From an optimization exercise on the open Yosys and OpenROAD flow, aimed at small area; shortcuts taken in it are not production practice. Function was checked by simulation only, so behaviour that the tests miss may differ from the original. Power and IR drop assume default switching activity.

--- flow/flow/run.sh ---
#!/bin/bash
# Standard layout (the standard.sh, standard synthesis unchanged) with
# three changes:
#  - the port buffers are the smallest buffer cell (every port still gets one)
#  - clock tree: clkbuf_8 sink clusters of at most 20, no dummy loads
#  - the constant-0 outputs share one tie cell instead of one each
# The full log of the run is kept beside it in standard.log.
bash standard.sh \
  "BUFFER_PORTS_ARGS=-buffer_cell sky130_fd_sc_hd__buf_1" \
  "CTS_ARGS=-sink_clustering_enable -repair_clock_nets -sink_clustering_size 20 -sink_clustering_max_diameter 60 -buf_list sky130_fd_sc_hd__clkbuf_8 -dont_use_dummy_load" \
  SKIP_REPAIR_TIE_FANOUT=1 \
  finish > standard.log 2>&1
--- flow/standard.sh ---
#!/bin/bash
# synth_recipe.tcl (not shown) runs the flow's synth.tcl, then flattens the netlist and writes it again
# the make line also repeats each setting of config.mk as NAME=value (left out here)
make -C /OpenROAD-flow-scripts/flow DESIGN_CONFIG=/design/flow/config.mk WORK_HOME=/design/flow/orfs CLKGATE_MAP_FILE= SYNTH_SCRIPT=/design/flow/synth_recipe.tcl "${@:-finish}"
--- flow/config.mk ---
export PLATFORM = sky130hd
export DESIGN_NAME = img_controller
export DESIGN_NICKNAME = img_controller
export VERILOG_FILES = /design/flow/design.v
export SDC_FILE = /design/flow/constraint.sdc
export NUM_CORES = 4
export LEC_CHECK = 0
export CAP_MARGIN = 20
export CORE_MARGIN = 2
export CORE_UTILIZATION = 70
export CTS_BUF_LIST = sky130_fd_sc_hd__clkbuf_8
export CTS_CLUSTER_DIAMETER = 60
export CTS_CLUSTER_SIZE = 20
export SLEW_MARGIN = 20
--- flow/constraint.sdc ---
create_clock -name core_clock -period 10.0 [get_ports {clk}]
set_input_delay 2.0000 -clock core_clock [delete_from_list [all_inputs] [get_ports {clk}]]
set_output_delay 2.0000 -clock core_clock [all_outputs]
set_load 0.01 [all_outputs]
--- flow/design.v ---
package img_pkg;
    localparam int IMG_WIDTH  = 8;
    localparam int IMG_HEIGHT = 8;
    localparam int IMG_PIXELS = IMG_WIDTH * IMG_HEIGHT;
    localparam int PIXEL_BITS = 12;
    localparam int WORD_BITS  = 16;
    localparam int HEADER_WORDS   = 4;
    localparam int CHECKSUM_WORDS = 2;
    localparam int PADDING_WORDS  = 2;
    localparam int STAT_BITS  = 18;
    localparam int ADDR_BITS  = $clog2(IMG_PIXELS);
    localparam int COUNT_BITS = ADDR_BITS + 1;
    localparam int SKIP_BITS  = 2;
    typedef logic [WORD_BITS-1:0] pixel_word_t;
    typedef struct packed {
        logic                 en;
        logic [ADDR_BITS-1:0] addr;
        pixel_word_t          data;
    } pixel_wr_t;
    typedef struct packed {
        logic [COUNT_BITS-1:0] pixel_count;
        logic [STAT_BITS-1:0]  highlight_count;
        logic [STAT_BITS-1:0]  shadow_count;
    } capture_stats_t;
    typedef struct packed {
        pixel_word_t [HEADER_WORDS-1:0] words;
    } header_t;
endpackage
`timescale 1ns/1ns
module fletcher_checksum (
    input  logic                   clk,
    input  logic                   clear,    
    input  logic                   first,    
    input  logic                   act,      
    input  logic                   add,      
    input  logic                   move,     
    input  logic [1:0]             digit,
    input  logic [3:0]             din,      
    output logic [img_pkg::WORD_BITS-1:0] sum
);
    logic [img_pkg::WORD_BITS-1:0] a;
    logic [img_pkg::WORD_BITS-1:0] b;
    logic                          ca;
    logic [1:0]                    cb;
    logic [3:0]                    a_d;
    logic [3:0]                    b_d;
    logic [4:0]                    a_s;
    logic [5:0]                    b_s;
    assign a_d = first ? 4'd0 : a[3:0];
    assign b_d = (act && first) ? 4'd0 : b[3:0];
    assign a_s = {1'b0, a_d} + {1'b0, (add ? din : 4'd0)} + 5'(ca);
    assign b_s = {2'b0, b_d}
               + {2'b0, ((act && add) ? a_s[3:0] : 4'd0)}
               + 6'(act ? cb : 2'd0)
               + 6'(act && digit == 2'd0 && ca);
    always_ff @(posedge clk) begin
        if (clear) begin
            ca <= 1'b0;
            cb <= 2'd0;
        end else if (act) begin
            ca <= a_s[4];
            cb <= b_s[5:4];
        end
        if (act) begin
            a <= {move ? b_s[3:0] : a_s[3:0], a[img_pkg::WORD_BITS-1:4]};
        end
        b <= {b_s[3:0], b[img_pkg::WORD_BITS-1:4]};
    end
    assign sum = a;
endmodule
`timescale 1ns/1ns
module frame_decoder (
    input  logic                  clk,
    input  logic                  rst,
    input  logic                  cmd_capture,
    input  logic [img_pkg::SKIP_BITS-1:0]  cmd_skip_count,
    input  logic [img_pkg::PIXEL_BITS-1:0] img_pixel,
    input  logic                  img_fv,
    input  logic                  img_lv,
    input  logic                  wr_x4,
    output logic                  clear,
    output logic                  wr_en,
    output logic                  wr_first,
    output logic [2:0]            wr_y,
    output img_pkg::capture_stats_t        status_stats,
    output logic                  status_capture_done
);
    localparam logic [1:0] ST_IDLE = 2'd0;
    localparam logic [1:0] ST_ARM  = 2'd1;    
    localparam logic [1:0] ST_SKIP = 2'd2;    
    localparam logic [1:0] ST_CAPT = 2'd3;    
    logic [1:0] state;
    logic       capture_prev;
    logic       capture_cmd;
    logic       lv_prev;
    logic [3:0] y;         
    logic [2:0] hi;
    logic [2:0] lo;
    logic       stat_point;
    logic [6:0] px_top;
    assign capture_cmd = cmd_capture ^ capture_prev;
    assign wr_en       = (state == ST_CAPT) && img_lv;
    assign wr_first    = wr_en && !lv_prev;
    assign wr_y        = y[2:0];
    assign clear       = (state == ST_ARM) || (state == ST_SKIP)
                      || (state == ST_CAPT && y == 4'd0 && !lv_prev);
    assign stat_point  = wr_en && (y[1:0] == 2'd0) && (!lv_prev || wr_x4);
    assign px_top      = img_pixel[img_pkg::PIXEL_BITS-1 -: 7];
    assign status_stats.pixel_count     = {y[3], 6'd0};
    assign status_stats.highlight_count = {15'd0, hi};
    assign status_stats.shadow_count    = {15'd0, lo};
    always_ff @(posedge clk) begin
        if (rst) begin
            state               <= ST_IDLE;
            capture_prev        <= 1'b0;
            lv_prev             <= 1'b0;
            y                   <= '0;
            hi                  <= '0;
            lo                  <= '0;
            status_capture_done <= 1'b0;
        end else begin
            capture_prev <= cmd_capture;
            lv_prev <= img_lv;
            if (state == ST_CAPT && lv_prev && !img_lv) begin
                y <= y + 1'b1;
            end
            if (stat_point && px_top == 7'h7f) hi <= hi + 1'b1;
            if (stat_point && px_top == 7'h00) lo <= lo + 1'b1;
            case (state)
                ST_ARM: begin
                    if (img_fv) begin
                        if (y[1:0] == cmd_skip_count) begin
                            state <= ST_CAPT;
                            y     <= '0;
                        end else begin
                            state <= ST_SKIP;
                        end
                    end
                end
                ST_SKIP: begin
                    if (!img_fv) begin
                        y     <= y + 1'b1;
                        state <= ST_ARM;
                    end
                end
                ST_CAPT: begin
                    if (!img_fv) begin
                        status_capture_done <= !status_capture_done;
                        state               <= ST_IDLE;
                    end
                end
                default: ;
            endcase
            if (capture_cmd) begin
                state   <= ST_ARM;
                y       <= '0;
                hi      <= '0;
                lo      <= '0;
            end
        end
    end
endmodule
`timescale 1ns/1ns
module pixel_store (
    input  logic                                clk,
    input  logic                                clear,
    input  logic                                wr_en,
    input  logic                                wr_first,
    input  logic [2:0]                          wr_y,
    input  logic [img_pkg::PIXEL_BITS-1:0]      wr_data,
    input  logic [2:0]                          rd_y,
    input  logic [2:0]                          rd_x,
    output logic                                rd_hit,
    output logic [img_pkg::PIXEL_BITS-1:0]      rd_data,
    output logic [1:0]                          digit,
    output logic                                wr_x4       
);
    logic [8*img_pkg::PIXEL_BITS-1:0]         ring [8];
    logic [7:1][2:0]                          ph;
    logic [2:0]                               phase;
    logic [2:0]                               rd_ph;
    always_ff @(posedge clk) begin
        for (int y = 0; y < 8; y++) begin
            ring[y] <= {ring[y][7*img_pkg::PIXEL_BITS-1:0],
                        (wr_data & {img_pkg::PIXEL_BITS{wr_en && wr_y == 3'(y)}})
                        | (ring[y][8*img_pkg::PIXEL_BITS-1 -: img_pkg::PIXEL_BITS]
                           & {img_pkg::PIXEL_BITS{!clear}})};
        end
    end
    always_ff @(posedge clk) begin
        if (wr_first && wr_y == 3'd0) begin
            phase <= 3'd1;
        end else begin
            phase <= phase + 1'b1;
        end
        for (int y = 1; y < 8; y++) begin
            if (wr_first && wr_y == 3'(y)) begin
                ph[y] <= phase;
            end
        end
    end
    assign digit   = phase[1:0];
    assign wr_x4   = (phase == {!(wr_y[2] && ph[4][2]), wr_y[2] ? ph[4][1:0] : 2'd0});
    always_comb begin
        rd_ph = '0;
        for (int y = 1; y < 8; y++) begin
            rd_ph = rd_ph | (ph[y] & {3{rd_y == 3'(y)}});
        end
    end
    assign rd_hit  = (3'(phase - rd_x) == rd_ph);
    always_comb begin
        rd_data = '0;
        for (int y = 0; y < 8; y++) begin
            rd_data = rd_data | (ring[y][8*img_pkg::PIXEL_BITS-1 -: img_pkg::PIXEL_BITS]
                               & {img_pkg::PIXEL_BITS{rd_y == 3'(y)}});
        end
    end
endmodule
`timescale 1ns/1ns
module readout_sequencer (
    input  logic                 clk,
    input  logic                 rst,
    input  logic                 cmd_readout,
    input  img_pkg::header_t              cmd_header,
    output logic [2:0]           rd_y,
    output logic [2:0]           rd_x,
    input  logic                 rd_hit,
    input  logic [img_pkg::PIXEL_BITS-1:0] rd_data,
    input  logic [1:0]           digit,
    output logic                 readout_start,
    output logic                 readout_ready,
    input  logic                 readout_trigger,
    output img_pkg::pixel_word_t          readout_data
);
    logic                   readout_prev;
    logic                   readout_cmd;
    logic [6:0]             q;
    logic                   pass;
    logic                   want;
    logic                   req;
    logic                   last_dg;
    logic                   is_hdr;
    logic                   is_pix;
    logic                   is_cks;
    logic                   is_pad;
    logic                   waiting;
    logic [img_pkg::PIXEL_BITS-1:0] hold;
    img_pkg::pixel_word_t   hdr_word;
    img_pkg::pixel_word_t   cks_word;
    logic [15:0]            host;
    logic [3:0]             din;
    img_pkg::pixel_word_t   cks_sum;
    assign readout_cmd = cmd_readout ^ readout_prev;
    assign is_hdr  = !q[6] && (q[5:2] == 4'b1111);
    assign is_pix  = q[6];
    assign is_cks  = (q[6:1] == 6'd0);
    assign is_pad  = (q[6:1] == 6'd1);
    assign last_dg = (digit == 2'd3);
    assign rd_y = q[5:3];
    assign rd_x = q[2:0];
    assign waiting = !readout_ready && !want && !pass;
    always_comb begin
        hdr_word = '0;
        for (int i = 0; i < 4; i++) begin
            hdr_word = hdr_word | (cmd_header.words[3-i] & {16{q[1:0] == 2'(i)}});
        end
    end
    assign cks_word = cks_sum;
    always_comb begin
        readout_data = '0;
        if (is_pix) begin
            readout_data = {hold[7:0], 4'b0000, hold[11:8]};
        end else if (is_hdr) begin
            readout_data = hdr_word;
        end else if (is_cks && !(&cks_word)) begin
            readout_data = {cks_word[7:0], cks_word[15:8]};
        end
    end
    assign host = {readout_data[7:0], readout_data[15:8]};
    always_comb begin
        din = '0;
        for (int i = 0; i < 4; i++) begin
            din = din | (host[4*i +: 4] & {4{digit == 2'(i)}});
        end
    end
    fletcher_checksum fletcher_i (
        .clk    (clk),
        .clear  (readout_cmd),
        .first  (q == 7'd60),
        .act    (pass),
        .add    (!is_cks),
        .move   (is_cks && q[0]),
        .digit  (digit),
        .din    (din),
        .sum    (cks_sum)
    );
    always_ff @(posedge clk) begin
        if (waiting && is_pix && rd_hit) begin
            hold <= rd_data;
        end
    end
    assign req = waiting && (is_hdr || is_cks || (is_pix && rd_hit));
    always_ff @(posedge clk) begin
        if (rst) begin
            readout_prev  <= 1'b0;
            readout_start <= 1'b0;
            readout_ready <= 1'b0;
            pass          <= 1'b0;
            want          <= 1'b0;
            q             <= 7'd4;
        end else begin
            readout_prev <= cmd_readout;
            if (last_dg) begin
                pass <= want || req;
                want <= 1'b0;
            end else if (req) begin
                want <= 1'b1;
            end
            if (readout_cmd) begin
                readout_start <= !readout_start;
                readout_ready <= 1'b0;
                pass          <= 1'b0;
                want          <= 1'b0;
                q             <= 7'd60;
            end else if (readout_ready) begin
                if (readout_trigger) begin
                    readout_ready <= 1'b0;
                    q             <= q + 1'b1;
                end
            end else if (pass && last_dg) begin
                readout_ready <= 1'b1;
            end else if (waiting && is_pad) begin
                readout_ready <= 1'b1;
            end
        end
    end
endmodule
`timescale 1ns/1ns
module img_controller (
    input  logic                  clk,
    input  logic                  rst,
    input  logic                  cmd_capture,
    input  logic                  cmd_readout,
    input  logic [img_pkg::SKIP_BITS-1:0]  cmd_skip_count,
    input  img_pkg::header_t               cmd_header,
    input  logic [img_pkg::PIXEL_BITS-1:0] img_pixel,
    input  logic                  img_fv,
    input  logic                  img_lv,
    output logic                  status_capture_done,
    output img_pkg::capture_stats_t        status_stats,
    output logic                  readout_start,
    output logic                  readout_ready,
    input  logic                  readout_trigger,
    output img_pkg::pixel_word_t           readout_data
);
    logic                            clear;
    logic                            wr_x4;
    logic                            wr_en;
    logic                            wr_first;
    logic [2:0]                      wr_y;
    logic [2:0]                      rd_y;
    logic [2:0]                      rd_x;
    logic                            rd_hit;
    logic [img_pkg::PIXEL_BITS-1:0]  rd_data;
    logic [1:0]                      digit;
    frame_decoder frame_decoder_i (
        .clk                 (clk),
        .rst                 (rst),
        .cmd_capture         (cmd_capture),
        .cmd_skip_count      (cmd_skip_count),
        .img_pixel           (img_pixel),
        .img_fv              (img_fv),
        .img_lv              (img_lv),
        .wr_x4               (wr_x4),
        .clear               (clear),
        .wr_en               (wr_en),
        .wr_first            (wr_first),
        .wr_y                (wr_y),
        .status_stats        (status_stats),
        .status_capture_done (status_capture_done)
    );
    pixel_store pixel_store_i (
        .clk      (clk),
        .clear    (clear),
        .wr_en    (wr_en),
        .wr_first (wr_first),
        .wr_y     (wr_y),
        .wr_data  (img_pixel),
        .rd_y     (rd_y),
        .rd_x     (rd_x),
        .rd_hit   (rd_hit),
        .rd_data  (rd_data),
        .digit    (digit),
        .wr_x4    (wr_x4)
    );
    readout_sequencer readout_sequencer_i (
        .clk             (clk),
        .rst             (rst),
        .cmd_readout     (cmd_readout),
        .cmd_header      (cmd_header),
        .rd_y            (rd_y),
        .rd_x            (rd_x),
        .rd_hit          (rd_hit),
        .rd_data         (rd_data),
        .digit           (digit),
        .readout_start   (readout_start),
        .readout_ready   (readout_ready),
        .readout_trigger (readout_trigger),
        .readout_data    (readout_data)
    );
endmodule
==> results of run 1 <==
## synthesized netlist by cell type (9+ instances only)
master / number
buf_1: 11
nand2_1: 39
a22o_1: 101
a21oi_1: 55
ha_1: 29
dfxtp_1: 817
nor2b_1: 10
clkbuf_1: 44
xor2_1: 9
mux2_1: 9
nor2_1: 49
nand3_1: 10
buf_4: 37
a221oi_1: 11
edfxtp_1: 49
mux2i_1: 25
nor3_1: 12
inv_1: 30
o21ai_0: 11
a221o_1: 11
xnor2_1: 19
buf_2: 10
a22oi_1: 35
and2_1: 14
## critical path: stages, from the launching register on
cell and delay, ns:
dfxtp_2 0.41, buf_4 0.61, nor3_2 0.20, and2_1 0.33, and2_4 0.27, a221oi_2 0.29, o22ai_1 0.12, a221o_1 0.40
fa_1 0.42, inv_1 0.09, fa_1 0.41, or2_2 0.33, fa_1 0.50, inv_1 0.06, ha_1 0.26, a21o_1 0.15
a21oi_1 0.22, xnor2_1 0.11, mux2_1 0.30
## flip-flops by register name, indices dropped and copies added (netlist names), 2 cells and up
register                           cells
frame_decoder_i.y                      4
frame_decoder_i.lo                     3
frame_decoder_i.hi                     3
pixel_store_i.ring                   768
pixel_store_i.ph                      21
readout_sequencer_i.fletcher_i.a      16
pixel_store_i.phase                    3
readout_sequencer_i.hold              12
readout_sequencer_i.fletcher_i.cb      2
frame_decoder_i.state                  2
readout_sequencer_i.fletcher_i.b      16
readout_sequencer_i.q                  7
## worst paths after layout
check                                                            from                                             end
worst max-delay path            readout_sequencer_i.q[4]$_SDFFE_PP0P_  readout_sequencer_i.fletcher_i.a[15]$_DFFE_PP_
worst min-delay path                pixel_store_i.ring[2][47]$_DFF_P_               pixel_store_i.ring[2][59]$_DFF_P_
worst max register to register  readout_sequencer_i.q[4]$_SDFFE_PP0P_  readout_sequencer_i.fletcher_i.a[15]$_DFFE_PP_
worst min register to register      pixel_store_i.ring[2][47]$_DFF_P_               pixel_store_i.ring[2][59]$_DFF_P_
## metal layers
metal	share of wire	vias to the layer above	routed length, µm	track usage
li1	-	5346	-	-
met1	0.46	5462	19080	0.3435
met2	0.46	305	19240	0.4036
met3	0.049	64	2036	0.03803
met4	0.025	2	1035	0.07520
met5	0.00031	-	13	0
## cell usage in the layout, fill, tap and decap left out, drive strengths merged, types with 4 or more instances in the layout
cell type	synthesis	layout
a311oi	4	4
nand2b	7	7
a31o	4	4
o21ai	15	15
nor2	49	49
xor2	9	9
and2	15	15
inv	31	31
mux2	13	13
clkbuf	44	51
mux2i	25	25
a22o	101	101
fa	6	6
edfxtp	49	49
a211oi	7	7
dfxtp	817	817
nand4	8	8
nand3	10	10
a221oi	12	12
a22oi	35	35
a221o	11	11
and3	6	6
nand2	39	39
ha	29	29
nor4	4	4
a31oi	7	7
buf	60	119
nor3	13	13
xnor2	19	19
mux4	4	4
nor2b	10	10
a21o	4	4
a21oi	56	56
## power groups by stage
stage | clock network, mW | logic [mW] | registers [mW]
CTS | 1.42 | 0.269 | 3.60
global route | 1.52 | 0.297 | 3.61
floorplan | 0 | 0.196 | 3.66
detailed placement | 0 | 0.267 | 3.68
global placement | 0 | 0.262 | 3.68
finish | 1.38 | 0.269 | 3.60
## cell families after synthesis
logic type | share of synthesized area
other | 0.0001657
adder cells (fa/ha/maj) | 0.02134
buffers and inverters | 0.02975
flip-flops | 0.7878
AND/OR/NAND/NOR | 0.03738
XOR/XNOR | 0.01084
multiplexers | 0.02151
AO/OA/AOI/OAI | 0.09123
## metrics by stage
stage          cell area [µm²]    util  power [mW]
3_3_place_gp             23090  0.7279       3.939
3_5_place_dp             23090  0.7279       3.947
2_1_floorplan            22630       -       3.855
5_1_grt                  23790  0.7500       5.428
4_1_cts                  23790  0.7500       5.286
6_report                 23790  0.7501       5.249
## final cells by class
class | count | area, µm²
Antenna cell | 1 | 2.502
Clock buffer | 51 | 701.9
Fill cell | 1970 | 7928
Inverter | 31 | 116.4
Multi-Input combinational cell | 547 | 4155
Sequential cell | 866 | 17830
Tap cell | 402 | 503.0
Timing Repair Buffer | 119 | 480.5
==> flow_summary_export.csv, run 1 <==
group,metric,value,unit
cts,cts_tree,"built",
cts,cts_sinks,866,
synthesis,syn_inst,1548,
power_and_ir_drop,combPwrFrac,0.051,
worst_setup_path,r2r_slack,4.17,ns
synthesis,yosys-top-cells-area,"dfxtp_1, edfxtp_1, a22o_1",
route,finalWirelength,41.40,mm
power_and_ir_drop,switching_power,1.148,mW
cts,clk_path_buf_depth,3,
power_and_ir_drop,p_leak,9.254,nW
cells_and_area,layout-drive-gt1-share,0.05514,
placement,dp_cells,1965,
die,fp.dieH,183.8,µm
route,first_pass_iters,5,
run_status,status,"timing/DRC/antenna clean",
synthesis,synth_top_cell_area_share,0.7228,
die,fp.dieW,183.8,µm
worst_setup_path,criticalPathCategory,"reg2reg",
power_and_ir_drop,clockPowerShare,0.263,
job,maxCapViolCount,0,
global_routing,grt_max_degree,78,
synthesis,syn_avg_cell_area,14.62,µm²
route,vias,11179,
cts,clk_pin_slew_worst_paths,0.11,ns
cells_and_area,syn2layout_area_growth,5.131,%
synthesis,ys_seq_elements,866,
synthesis,yosys_warnings,5,
worst_hold_path,whs_path_depth,0,
synthesis,synthFlopType,"dfxtp_1",
sta,fin_tns_setup,0,ns
die,num_rows,65,
sta,rsz0062_at_grt,"no",
power_and_ir_drop,p_sw_frac,0.2188,
cts,cts_root_buffer,"clkbuf_8",
sta,final_hold_viol_count,0,
synthesis,yosysUniqueCellTypes,65,
global_routing,grt_first_pass_wirelength,62.70,mm
route,avgViaCountPerCell,5.542,
cts,insertion_delay,0.60,ns
worst_setup_path,required,10.25,ns
sta,max_freq,171.6,MHz
cells_and_area,nets,1736,
synthesis,synth_nets,1668,
worst_hold_path,hp-class,"reg2reg",
sta,skew,0.09466,ns
route,route.detailed.drc,0,
cts,cts_buffers,51,
die,core-area,31720,µm²
synthesis,synth_edf_count,49,
synthesis,synthArstFlopShare,0,
cts,htreeDepth,2,
global_routing,track_usage,0.2465,
cells_and_area,instances_no_fill,2017,
sta,slew_viol_final,0,
sta,finalCritPeriodShare,0.5828,
synthesis,synth-seq-area-share,0.7878,
synthesis,synth_area,22630,µm²
worst_setup_path,cp.arrival,6.08,ns
placement,io_buffers,110,
route,wl_per_cell,20.53,µm
worst_setup_path,start_kind,"flop",
global_routing,antenna_found_initial,2,
route,ant_nets,0,
die,dieArea,33780,µm²
sta,tightest_slew,1.105,ns
placement,gp_congestion,0.8973,
power_and_ir_drop,p_per_area,220.6,nW/µm²
cts,post-cts-setup-buffers,0,
power_and_ir_drop,power_frac_seq,0.686,
sta,slew_headroom,0.2635,
sta,period_minus_slack,5.828,ns
route,drt-initial-drc-count,706,
sta,setup_ws,4.172,ns
die,start_util,0.7135,
sta,setup_violations,0,
placement,detailed_place_hpwl,26.89,mm
power_and_ir_drop,peakVddDrop,0.1870,mV
global_routing,overflow,0,
worst_setup_path,cp_max_fo,45,
cts,ctsHoldBuffers,0,
synthesis,yosysTopAreaCell,"dfxtp_1",
global_routing,grt_pass1_vias,11137,
worst_setup_path,endpoint_kind,"flop",
worst_setup_path,ff2ff_path_depth,18,
sta,timing.hold.ws,0.2740,ns
die,io_pins,147,
placement,dp_worst_setup_slack,3.690,ns
cts,post_cts_resize_count,0,
power_and_ir_drop,p_int,4.100,mW
==> inputs of run 2 (changes only) <==
--- a/flow/config.mk
+++ b/flow/config.mk
@@ -7,7 +7,7 @@
 export LEC_CHECK = 0
 export CAP_MARGIN = 20
 export CORE_MARGIN = 2
-export CORE_UTILIZATION = 70
+export CORE_UTILIZATION = 50
 export CTS_BUF_LIST = sky130_fd_sc_hd__clkbuf_8
 export CTS_CLUSTER_DIAMETER = 60
 export CTS_CLUSTER_SIZE = 20
==> run 2 against run 1 <==
  * Non-clock buffer count increased by 5
  * Area after synthesis is the same
  * Flip-flop and latch count did not move
  * Global-route usage shrank 6.7 points
  * Highest routed layer is now met4
  * Largest cell class unchanged
  * First-iteration DRC count decreased by 12%
  * Routed wire length increased by 1.2%
  * Sequential power about the same
  * Still clean
  * Worst hold slack better by 0.018 ns
  * Register-to-register slack better by 0.24 ns
  * Fmax rose by 3.8%
  * Cell count is 9.7% higher
  * Sequential share of layout area fell by 0.93 points
==> flow_summary_export.csv, run 2 <==
group,metric,value,unit
synthesis,synth_top_cell_area_share,0.7228,
power_and_ir_drop,p_leak,9.294,nW
die,io_pins,147,
die,fp.dieH,216.7,µm
power_and_ir_drop,peakVddDrop,0.1036,mV
worst_setup_path,crit_buf_inv,3,
route,route.detailed.drc,0,
cts,cts_buffers,53,
cells_and_area,layout_commonest_cell,"dfxtp_1",
die,start_util,0.5095,
power_and_ir_drop,p_per_area,219.5,nW/µm²
route,avgViaCountPerCell,4.960,
synthesis,yosysUniqueCellTypes,65,
worst_setup_path,start_kind,"input pin",
worst_setup_path,cp_max_fo,2,
synthesis,synth_area,22630,µm²
cts,cts_tree,"built",
sta,fin_tns_setup,0,ns
worst_setup_path,required,10.39,ns
sta,tightest_slew,1.161,ns
synthesis,synthArstFlopShare,0,
cells_and_area,layout-drive-gt1-share,0.05922,
synthesis,ys_seq_elements,866,
synthesis,synthMostInstantiatedCell,"dfxtp_1",
sta,final_hold_viol_count,0,
sta,max_freq,178.0,MHz
global_routing,met2_usage,0.2790,
worst_setup_path,slowest_delay,0.50,ns
placement,io_buffers,110,
global_routing,grt.busiest_layer,"met2",
cells_and_area,final_cell_mix,"dfxtp_1, buf_1, a22o_1",
synthesis,synth-seq-area-share,0.7878,
job,maxCapViolCount,0,
global_routing,track_usage,0.1791,
synthesis,yosysTopAreaCell,"dfxtp_1",
cells_and_area,syn2layout_area_growth,6.458,%
cts,post-cts-setup-buffers,0,
synthesis,syn_inst,1548,
sta,finalCritPeriodShare,0.5617,
sta,rsz0062_at_grt,"no",
cts,cts_sinks,866,
worst_hold_path,hp-class,"reg2reg",
synthesis,syn_avg_cell_area,14.62,µm²
worst_setup_path,slowest_stage,"fa_1",
route,ant_nets,0,
route,finalWirelength,41.88,mm
sta,skew,0.04642,ns
die,fp.dieW,216.7,µm
cts,htreeDepth,2,
global_routing,grt_pass1_vias,11020,
worst_setup_path,crit_chain,"buf_1, a22oi_1, a21oi_1, a211o_1, and4_4, a221o_1, fa_1, inv_1, fa_1, or2_2, fa_1, inv_1, ha_1, a21o_1, a21oi_1, xnor2_1, mux2_1",
sta,slew_viol_final,0,
die,dieArea,46980,µm²
worst_setup_path,cp_top_family,"adder cells",
global_routing,grt_first_pass_wirelength,63.76,mm
route,wl_per_cell,18.93,µm
synthesis,yosys-top-cells-area,"dfxtp_1, edfxtp_1, a22o_1",
cells_and_area,antenna_cells,0,
placement,dpl-instance-area,23360,µm²
worst_setup_path,path_common_cell,"fa_1",
cts,clk_pin_slew_worst_paths,0.11,ns
cells_and_area,regMostFlops,"pixel_store_i.ring",
sta,setup_violations,0,
global_routing,use_met1,0.2511,
synthesis,yosys_warnings,5,
placement,gp_congestion,0.8479,
cells_and_area,top_regs,"pixel_store_i.ring: 768 flops, pixel_store_i.ph: 21 flops",
cts,post_cts_resize_count,0,
route,first_pass_iters,5,
synthesis,synth_nets,1668,
cells_and_area,largest_reg_flops,768,
global_routing,grt_util_met3,0.03256,
worst_setup_path,cp.arrival,6.01,ns
cells_and_area,nets,1743,
worst_setup_path,endpoint_kind,"flop",
cts,cts_root_buffer,"clkbuf_8",
sta,period_minus_slack,5.617,ns
route,vias,10977,
die,core-area,44410,µm²
route,drt-initial-drc-count,620,
cts,ctsHoldBuffers,0,
placement,detailed_place_hpwl,26.96,mm
global_routing,antenna_found_initial,0,
synthesis,synth_edf_count,49,
cts,clk_path_buf_depth,3,
die,num_rows,77,
synthesis,synthFlopType,"dfxtp_1",
global_routing,grt_max_degree,85,
synthesis,synth_commonest_cells,"dfxtp_1, a22o_1, a21oi_1",
worst_setup_path,criticalPathCategory,"in2reg",
sta,slew_headroom,0.2249,
global_routing,overflow,0,
cts,insertion_delay,0.66,ns
cells_and_area,postLayoutCellArea,24090,µm²
run_status,status,"timing/DRC/antenna clean",
==> run 2: cell counts after synthesis <==
No cell type changed its count.
==> run 2: worst paths after layout <==
check	start	endpoint	slack (ns)	depth (start not counted)
max reg2reg	readout_sequencer_i.q[3]$_SDFFE_PP0P_	readout_sequencer_i.fletcher_i.a[15]$_DFFE_PP_	4.41	18
min reg2reg	pixel_store_i.ring[2][64]$_DFF_P_	pixel_store_i.ring[2][76]$_DFF_P_	0.29	0
min	pixel_store_i.ring[2][64]$_DFF_P_	pixel_store_i.ring[2][76]$_DFF_P_	0.29	0
max	cmd_header[0]	readout_sequencer_i.fletcher_i.a[15]$_DFFE_PP_	4.38	17
==> run 2: cell families (layout without fill, tap and decap cells) <==
kind of cell / Yosys count / in the layout / share of synthesized area
simple gates: 169 / 169 / 0.03738
buf+inv: 135 / 208 / 0.02975
fa+ha+maj: 35 / 35 / 0.02134
flops: 866 / 866 / 0.7878
xor+xnor: 28 / 28 / 0.01084
other cells: 1 / 1 / 0.0001657
mux: 42 / 42 / 0.02151
compound gates: 272 / 272 / 0.09123
==> run 2: where the power goes <==
part	switching, mW	internal, mW	leakage [nW]
combinational	0.182	0.0870	1.89
clock	0.939	0.477	0.381
sequential	0.0489	3.55	7.02
==> run 2: per-stage QoR <==
step / power (mW) / worst slack (ns) / hold WS [ns] / utilization / instances
floorplan: 3.855 / 4.095 / 0.3096 / - / 1548
global placement: 3.946 / 3.731 / 0.3095 / 0.5260 / 2160
detailed placement: 3.953 / 3.705 / 0.3121 / 0.5260 / 2160
CTS: 5.350 / 4.356 / 0.3069 / 0.5424 / 2213
global route: 5.503 / 4.100 / 0.3041 / 0.5424 / 2213
finish: 5.287 / 4.383 / 0.2925 / 0.5424 / 2213
==> run 2: layer usage <==
metal  routed length (µm)  vias up
li1                     -     5362
met1                20590     5275
met2                18030      265
met3                 2024       75
met4                 1246        0
met5                    0        -
==> run 2: worst register-to-register path: stages, from the launching register on <==
cell	delay [ns]
dfxtp_2	0.76
buf_4	0.48
nand2_1	0.15
or3_1	0.53
a21oi_1	0.26
a221oi_2	0.07
o22ai_1	0.17
a221o_1	0.24
fa_1	0.21
inv_1	0.06
fa_1	0.49
or2_2	0.32
fa_1	0.50
inv_1	0.06
ha_1	0.26
a21o_1	0.15
a21oi_1	0.22
xnor2_1	0.13
mux2_1	0.29
==> run 2: final cells by class <==
| class | instances | area (µm²) |
|---|---|---|
| Fill cell | 3689 | 20320 |
| Sequential cell | 866 | 17830 |
| Multi-Input combinational cell | 547 | 4155 |
| Tap cell | 592 | 740.7 |
| Clock buffer | 53 | 729.5 |
| Timing Repair Buffer | 124 | 518.0 |
| Inverter | 31 | 116.4 |
==> inputs of run 3 (changes only) <==
--- a/flow/config.mk
+++ b/flow/config.mk
@@ -7,7 +7,7 @@
 export LEC_CHECK = 0
 export CAP_MARGIN = 20
 export CORE_MARGIN = 2
-export CORE_UTILIZATION = 50
+export CORE_UTILIZATION = 60
 export CTS_BUF_LIST = sky130_fd_sc_hd__clkbuf_8
 export CTS_CLUSTER_DIAMETER = 60
 export CTS_CLUSTER_SIZE = 20
==> run 3 against run 2 <==
  * Via count down 0.36%
  * Non-clock buffer count increased by 1
  * Largest cell class unchanged
  * Final area down 0.49%
==> flow_summary_export.csv, run 3 <==
group,metric,value,unit
route,ant_nets,0,
worst_setup_path,criticalPathCategory,"in2reg",
synthesis,synth_commonest_cells,"dfxtp_1, a22o_1, a21oi_1",
cts,cts_sinks,866,
global_routing,grt.busiest_layer,"met2",
die,fp.dieH,198.2,µm
cells_and_area,layout_commonest_cell,"dfxtp_1",
worst_setup_path,endpoint_kind,"flop",
cts,post_cts_resize_count,0,
global_routing,grt_max_degree,57,
cts,ctsHoldBuffers,0,
worst_setup_path,required,10.34,ns
route,route.detailed.drc,0,
sta,slew_viol_final,0,
synthesis,synth_nets,1668,
cts,insertion_delay,0.68,ns
cts,cts_root_buffer,"clkbuf_8",
global_routing,grt_util_met3,0.03645,
power_and_ir_drop,p_sw_frac,0.2201,
run_status,status,"timing/DRC/antenna clean",
synthesis,syn_avg_cell_area,14.62,µm²
synthesis,ys_seq_elements,866,
power_and_ir_drop,power_frac_seq,0.685,
die,fp.dieW,198.2,µm
cells_and_area,nets,1742,
worst_setup_path,cp_max_fo,2,
synthesis,synthFlopType,"dfxtp_1",
worst_hold_path,hp-class,"reg2reg",
die,dieArea,39290,µm²
sta,skew,0.1124,ns
cells_and_area,final_cell_mix,"dfxtp_1, buf_1, a22o_1",
route,vias,10938,
global_routing,track_usage,0.2119,
global_routing,grt_pass1_vias,10639,
worst_setup_path,cp.arrival,6.04,ns
global_routing,use_met1,0.2996,
sta,finalCritPeriodShare,0.5700,
synthesis,synth_area,22630,µm²
placement,detailed_place_hpwl,26.64,mm
cells_and_area,regMostFlops,"pixel_store_i.ring",
cells_and_area,largest_reg_flops,768,
synthesis,yosysUniqueCellTypes,65,
power_and_ir_drop,total_power,5.259,mW
job,maxCapViolCount,0,
power_and_ir_drop,clockPowerShare,0.264,
power_and_ir_drop,switching_power,1.158,mW
die,start_util,0.6051,
die,io_pins,147,
synthesis,synth_edf_count,49,
sta,slew_headroom,0.2645,
sta,rsz0062_at_grt,"no",
die,num_rows,71,
power_and_ir_drop,p_leak,9.287,nW
sta,period_minus_slack,5.700,ns
cells_and_area,layout-drive-gt1-share,0.05741,
route,drt-initial-drc-count,489,
route,first_pass_iters,5,
power_and_ir_drop,peakVddDrop,0.1777,mV
global_routing,overflow,0,
global_routing,grt_first_pass_wirelength,61.66,mm
global_routing,met2_usage,0.3349,
sta,max_freq,175.4,MHz
cts,cts_buffers,51,
cts,clk_path_buf_depth,3,
sta,fin_tns_setup,0,ns
synthesis,synth_top_cell_area_share,0.7228,
cts,htreeDepth,2,
sta,tightest_slew,1.102,ns
placement,gp_congestion,0.8862,
synthesis,yosys_warnings,5,
cells_and_area,antenna_cells,0,
route,avgViaCountPerCell,5.133,
cts,clk_pin_slew_worst_paths,0.12,ns
synthesis,yosys-top-cells-area,"dfxtp_1, edfxtp_1, a22o_1",
cts,cts_tree,"built",
power_and_ir_drop,p_int,4.102,mW
power_and_ir_drop,combPwrFrac,0.051,
synthesis,syn_inst,1548,
route,finalWirelength,41.08,mm
cts,post-cts-setup-buffers,0,
global_routing,antenna_found_initial,0,
cells_and_area,syn2layout_area_growth,5.933,%
synthesis,synthArstFlopShare,0,
synthesis,synth-seq-area-share,0.7878,
cells_and_area,top_regs,"pixel_store_i.ring: 768 flops, pixel_store_i.ph: 21 flops",
power_and_ir_drop,p_per_area,219.4,nW/µm²
placement,io_buffers,110,
die,core-area,37400,µm²
sta,setup_violations,0,
sta,final_hold_viol_count,0,
synthesis,yosysTopAreaCell,"dfxtp_1",
route,wl_per_cell,19.28,µm
synthesis,synthMostInstantiatedCell,"dfxtp_1",
worst_setup_path,start_kind,"input pin",
-- run 3: area by class of cell --
cell class                 instances  area, µm²
multi-input combinational        547       4150
tap                              511      639.4
inverter                          31      116.4
sequential                       866      17830
fill                            2846      13430
clock buffer                      51      701.9
timing repair buffer             125      533.0
-- run 3: path summary, 6_finish.rpt --
path | from | end | slack, ns | cells after the start
max | cmd_header[0] | readout_sequencer_i.fletcher_i.a[15]$_DFFE_PP_ | 4.30 | 17
min | pixel_store_i.ring[2][72]$_DFF_P_ | pixel_store_i.ring[2][84]$_DFF_P_ | 0.23 | 0
min reg2reg | pixel_store_i.ring[2][72]$_DFF_P_ | pixel_store_i.ring[2][84]$_DFF_P_ | 0.23 | 0
max reg2reg | readout_sequencer_i.q[3]$_SDFFE_PP0P_ | readout_sequencer_i.fletcher_i.a[15]$_DFFE_PP_ | 4.55 | 17
-- run 3: kinds of logic after synthesis --
group,after synthesis,synth area share
AOI/OAI and AO/OA,272,0.09123
xor gates and xnor gates,28,0.01084
adders and majority gates,35,0.02134
buffers and inverters,135,0.02975
DFF,866,0.7878
muxes,42,0.02151
other,1,0.0001657
and+or+nand+nor,169,0.03738
-- run 3: worst max-delay path, stage by stage --
cell and delay (ns):
buf_1 0.09, a22oi_1 0.17, a21oi_1 0.12, a211o_1 0.30, and4_4 0.18, a221o_1 0.31, fa_1 0.43, inv_1 0.09
fa_1 0.41, or2_2 0.32, fa_1 0.50, inv_1 0.06, ha_1 0.26, a21o_1 0.16, a21oi_1 0.23, xnor2_1 0.12
mux2_1 0.28
-- run 3: through the flow --
step | cells | util | hold WS [ns] | area, µm² | worst slack (ns)
finish | 2131 | 0.6410 | 0.2305 | 23970 | 4.300
global route | 2131 | 0.6410 | 0.2160 | 23970 | 4.122
floorplan | 1548 | - | 0.3096 | 22630 | 4.095
CTS | 2131 | 0.6410 | 0.2141 | 23970 | 4.308
global placement | 2079 | 0.6218 | 0.3095 | 23250 | 3.732
detailed placement | 2080 | 0.6222 | 0.3121 | 23270 | 3.666
-- run 3: layer usage --
layer,part of all wire,up-vias
met1,0.49,5291
met4,0.023,0
met3,0.040,59
met5,0,-
met2,0.44,231
li1,-,5357
-- run 3: power by group through the flow --
stage	sequential, mW	combinational [mW]	clock, mW
after floorplan	3.66	0.196	0
after global placement	3.68	0.263	0
after detailed placement	3.68	0.268	0
after CTS	3.60	0.269	1.43
after global routing	3.61	0.294	1.56
final	3.60	0.266	1.39
==> inputs of run 4 (changes only) <==
--- a/flow/config.mk
+++ b/flow/config.mk
@@ -11,4 +11,6 @@
 export CTS_BUF_LIST = sky130_fd_sc_hd__clkbuf_8
 export CTS_CLUSTER_DIAMETER = 60
 export CTS_CLUSTER_SIZE = 20
+export GPL_ROUTABILITY_DRIVEN = 0
+export GPL_TIMING_DRIVEN = 0
 export SLEW_MARGIN = 20
==> run 4 against run 3 <==
  * Die area stayed put
  * Clock power hardly changed
  * Synthesized cell count is the same
  * Fmax up 0.53%
  * Global-route usage rose by 1.4 points
  * Register-to-register slack worse by 0.05 ns
  * Clock skew fell by 0.083 ns
  * Power grew 0.91%
  * Core utilization up 0.98 points
  * Clock-buffer cell count is the same
  * Critical path type unchanged
  * Critical endpoint unchanged
==> flow_summary_export.csv, run 4 <==
group,metric,value,unit
run_status,status,"timing/DRC/antenna clean",
placement,io_buffers,98,
cts,post_cts_resize_count,0,
sta,slew_headroom,0.2700,
route,wl_per_cell,19.90,µm
route,ant_nets,0,
worst_setup_path,crit_buf_inv,3,
synthesis,yosysTopAreaCell,"dfxtp_1",
route,finalWirelength,43.95,mm
synthesis,yosys-top-cells-area,"dfxtp_1, edfxtp_1, a22o_1",
sta,period_minus_slack,5.669,ns
job,maxCapViolCount,0,
worst_setup_path,ff2ff_path_depth,20,
cts,cts_sinks,866,
global_routing,grt_max_degree,37,
worst_setup_path,cp_max_fo,2,
synthesis,synth_top_cell_area_share,0.7228,
route,avgViaCountPerCell,5.200,
cts,ctsHoldBuffers,0,
cells_and_area,final_cell_mix,"dfxtp_1, buf_1, a22o_1",
global_routing,antenna_found_initial,2,
die,start_util,0.6051,
synthesis,synthArstFlopShare,0,
worst_setup_path,cp.arrival,6.05,ns
route,route.detailed.drc,0,
synthesis,synth-seq-area-share,0.7878,
worst_setup_path,r2r_start,"readout_sequencer_i.q[0]$_SDFFE_PP0P_",
cts,clk_path_buf_depth,3,
worst_setup_path,crit_start,"cmd_header[44]",
cells_and_area,regMostFlops,"pixel_store_i.ring",
worst_hold_path,hold_end,"pixel_store_i.ring[6][65]$_DFF_P_",
synthesis,ys_seq_elements,866,
worst_setup_path,r2r_slack,4.50,ns
worst_setup_path,required,10.38,ns
power_and_ir_drop,p_per_area,218.1,nW/µm²
global_routing,overflow,0,
sta,slew_viol_final,0,
cells_and_area,syn2layout_area_growth,7.553,%
cts,htreeDepth,2,
route,drt-initial-drc-count,670,
cells_and_area,top_regs,"pixel_store_i.ring: 768 flops, pixel_store_i.ph: 21 flops",
cts,cts_buffers,51,
power_and_ir_drop,peakVddDrop,0.1724,mV
global_routing,track_usage,0.2261,
die,fp.dieH,198.2,µm
worst_setup_path,criticalPathCategory,"in2reg",
die,fp.dieW,198.2,µm
worst_hold_path,whs_path_depth,0,
global_routing,grt_first_pass_wirelength,64.51,mm
worst_setup_path,crit_chain,"buf_1, a22oi_1, a21oi_1, a221oi_2, o22ai_1, a221o_1, fa_1, inv_1, fa_1, or2_2, fa_1, inv_1, ha_1, a21o_1, a21oi_1, xnor2_1, mux2_1",
sta,skew,0.02910,ns
route,first_pass_iters,8,
synthesis,syn_inst,1548,
placement,dp_cells,2157,
sta,finalCritPeriodShare,0.5669,
synthesis,synth_area,22630,µm²
worst_hold_path,hp-class,"reg2reg",
sta,max_freq,176.4,MHz
power_and_ir_drop,p_leak,9.517,nW
cts,insertion_delay,0.65,ns
cells_and_area,regArea,17830,µm²
worst_setup_path,cp_top_family,"adder cells",
synthesis,synth_commonest_cells,"dfxtp_1, a22o_1, a21oi_1",
cts,post-cts-setup-buffers,0,
worst_setup_path,slowest_stage,"fa_1",
worst_setup_path,reg2reg_to,"readout_sequencer_i.fletcher_i.a[15]$_DFFE_PP_",
route,vias,11481,
worst_setup_path,slowest_delay,0.50,ns
sta,tightest_slew,1.095,ns
cells_and_area,layout_commonest_cell,"dfxtp_1",
synthesis,yosysUniqueCellTypes,65,
sta,fin_tns_setup,0,ns
cts,cts_root_buffer,"clkbuf_8",
cells_and_area,largest_reg_flops,768,
worst_hold_path,min_from,"pixel_store_i.ring[6][53]$_DFF_P_",
die,dieArea,39290,µm²
die,core-area,37400,µm²
synthesis,yosys_warnings,5,
synthesis,synth_nets,1668,
placement,detailed_place_hpwl,30.02,mm
synthesis,synthMostInstantiatedCell,"dfxtp_1",
cells_and_area,layout-drive-gt1-share,0.07012,
worst_setup_path,endpoint_kind,"flop",
cells_and_area,instances_no_fill,2208,
cts,cts_tree,"built",
cells_and_area,multi_input_area,4129,µm²
worst_setup_path,path_common_cell,"fa_1",
sta,setup_violations,0,
sta,final_hold_viol_count,0,
synthesis,syn_avg_cell_area,14.62,µm²
cells_and_area,nets,1819,
synthesis,synth_edf_count,49,
sta,rsz0062_at_grt,"no",
die,io_pins,147,
cts,clk_pin_slew_worst_paths,0.11,ns
cells_and_area,antenna_cells,0,
synthesis,synthFlopType,"dfxtp_1",
global_routing,grt_pass1_vias,10974,
worst_setup_path,start_kind,"input pin",
die,num_rows,71,
cells_and_area,fillers,2808,
[run 4: cells by family after synthesis]
family | share of synthesized area
buffers and inverters | 0.02975
adder cells (fa/ha/maj) | 0.02134
multiplexers | 0.02151
AO/OA/AOI/OAI | 0.09123
XOR/XNOR | 0.01084
AND/OR/NAND/NOR | 0.03738
flip-flops | 0.7878
other | 0.0001657
[run 4: per-stage QoR]
stage	setup slack [ns]	hold WS, ns	power [mW]	util	instance area [µm²]
2_1_floorplan	4.095	0.3096	3.855	-	22630
3_3_place_gp	3.693	0.3095	3.986	0.6320	23640
3_5_place_dp	3.716	0.3121	3.994	0.6320	23640
4_1_cts	4.409	0.3030	5.355	0.6508	24340
5_1_grt	4.192	0.2973	5.515	0.6508	24340
6_report	4.331	0.2990	5.307	0.6508	24340
[run 4: layer usage]
layer  vias up  part of all wire  global-route usage
li1       5503                 -                   -
met1      5505              0.47              0.3161
met2       385              0.44              0.3550
met3        86             0.060             0.04241
met4         2             0.025             0.07964
met5         -           0.00030                   0
[run 4: area by class of cell]
class,count,share of cell area
Timing Repair Buffer,98,0.01511
Sequential cell,866,0.7325
Buffer,104,0.02288
Clock buffer,51,0.02884
Tap cell,511,0.02627
Inverter,31,0.004781
Multi-Input combinational cell,547,0.1696
[run 4: where the power goes]
group / switching (mW) / total [mW] / internal, mW
logic: 0.216 / 0.316 / 0.100
registers: 0.0464 / 3.60 / 3.55
clock network: 0.932 / 1.39 / 0.460
total: 1.19 / 5.31 / 4.11
[run 4: worst max path at each step]
stage / endpoint / cells past startpoint
2_1_floorplan: readout_sequencer_i.fletcher_i.a[15]$_DFFE_PP_ / 16
3_3_place_gp: readout_sequencer_i.fletcher_i.a[15]$_DFFE_PP_ / 17
3_5_place_dp: readout_sequencer_i.fletcher_i.a[15]$_DFFE_PP_ / 17
4_1_cts: readout_sequencer_i.fletcher_i.a[15]$_DFFE_PP_ / 17
5_1_grt: readout_sequencer_i.fletcher_i.a[15]$_DFFE_PP_ / 17
6_report: readout_sequencer_i.fletcher_i.a[15]$_DFFE_PP_ / 17

-- port drivers added, routing unchanged --
The flow's constraints put no driver on any port. The routed layouts listed below were extracted and timed again, unchanged, in two steps.
Step 1, drivers: a clkbuf_16 drives clk and a buf_2 each remaining input, both assumed.
Step 2 moves the port delays by t, midway between the first and last clock arrival at a register: inputs arrive t later, outputs are due t later. That takes back most of the time a late clock gives input paths.
Slacks: no drivers / after step 1 / after step 2; pairs: no drivers / after step 1.
run | t, ns | setup slack, ns | worst setup path after step 2 | latest minus earliest clock arrival (ns) | worst data-port slew with drivers (ns)
run 1 | 0.607 | 4.172 / 4.172 / 3.665 | input to register | 0.104 / 0.104 | 0.06
run 2 | 0.686 | 4.383 / 4.407 / 3.724 | input to register | 0.050 / 0.051 | 0.06
run 3 | 0.673 | 4.300 / 4.330 / 3.657 | input to register | 0.113 / 0.112 | 0.06
run 4 | 0.681 | 4.331 / 4.357 / 3.676 | input to register | 0.037 / 0.037 | 0.06
After both steps setup and hold are still met in every run listed. For run 2, which loses most, drivers alone change the setup slack by +0.024 ns; drivers and shift together by -0.659 ns.
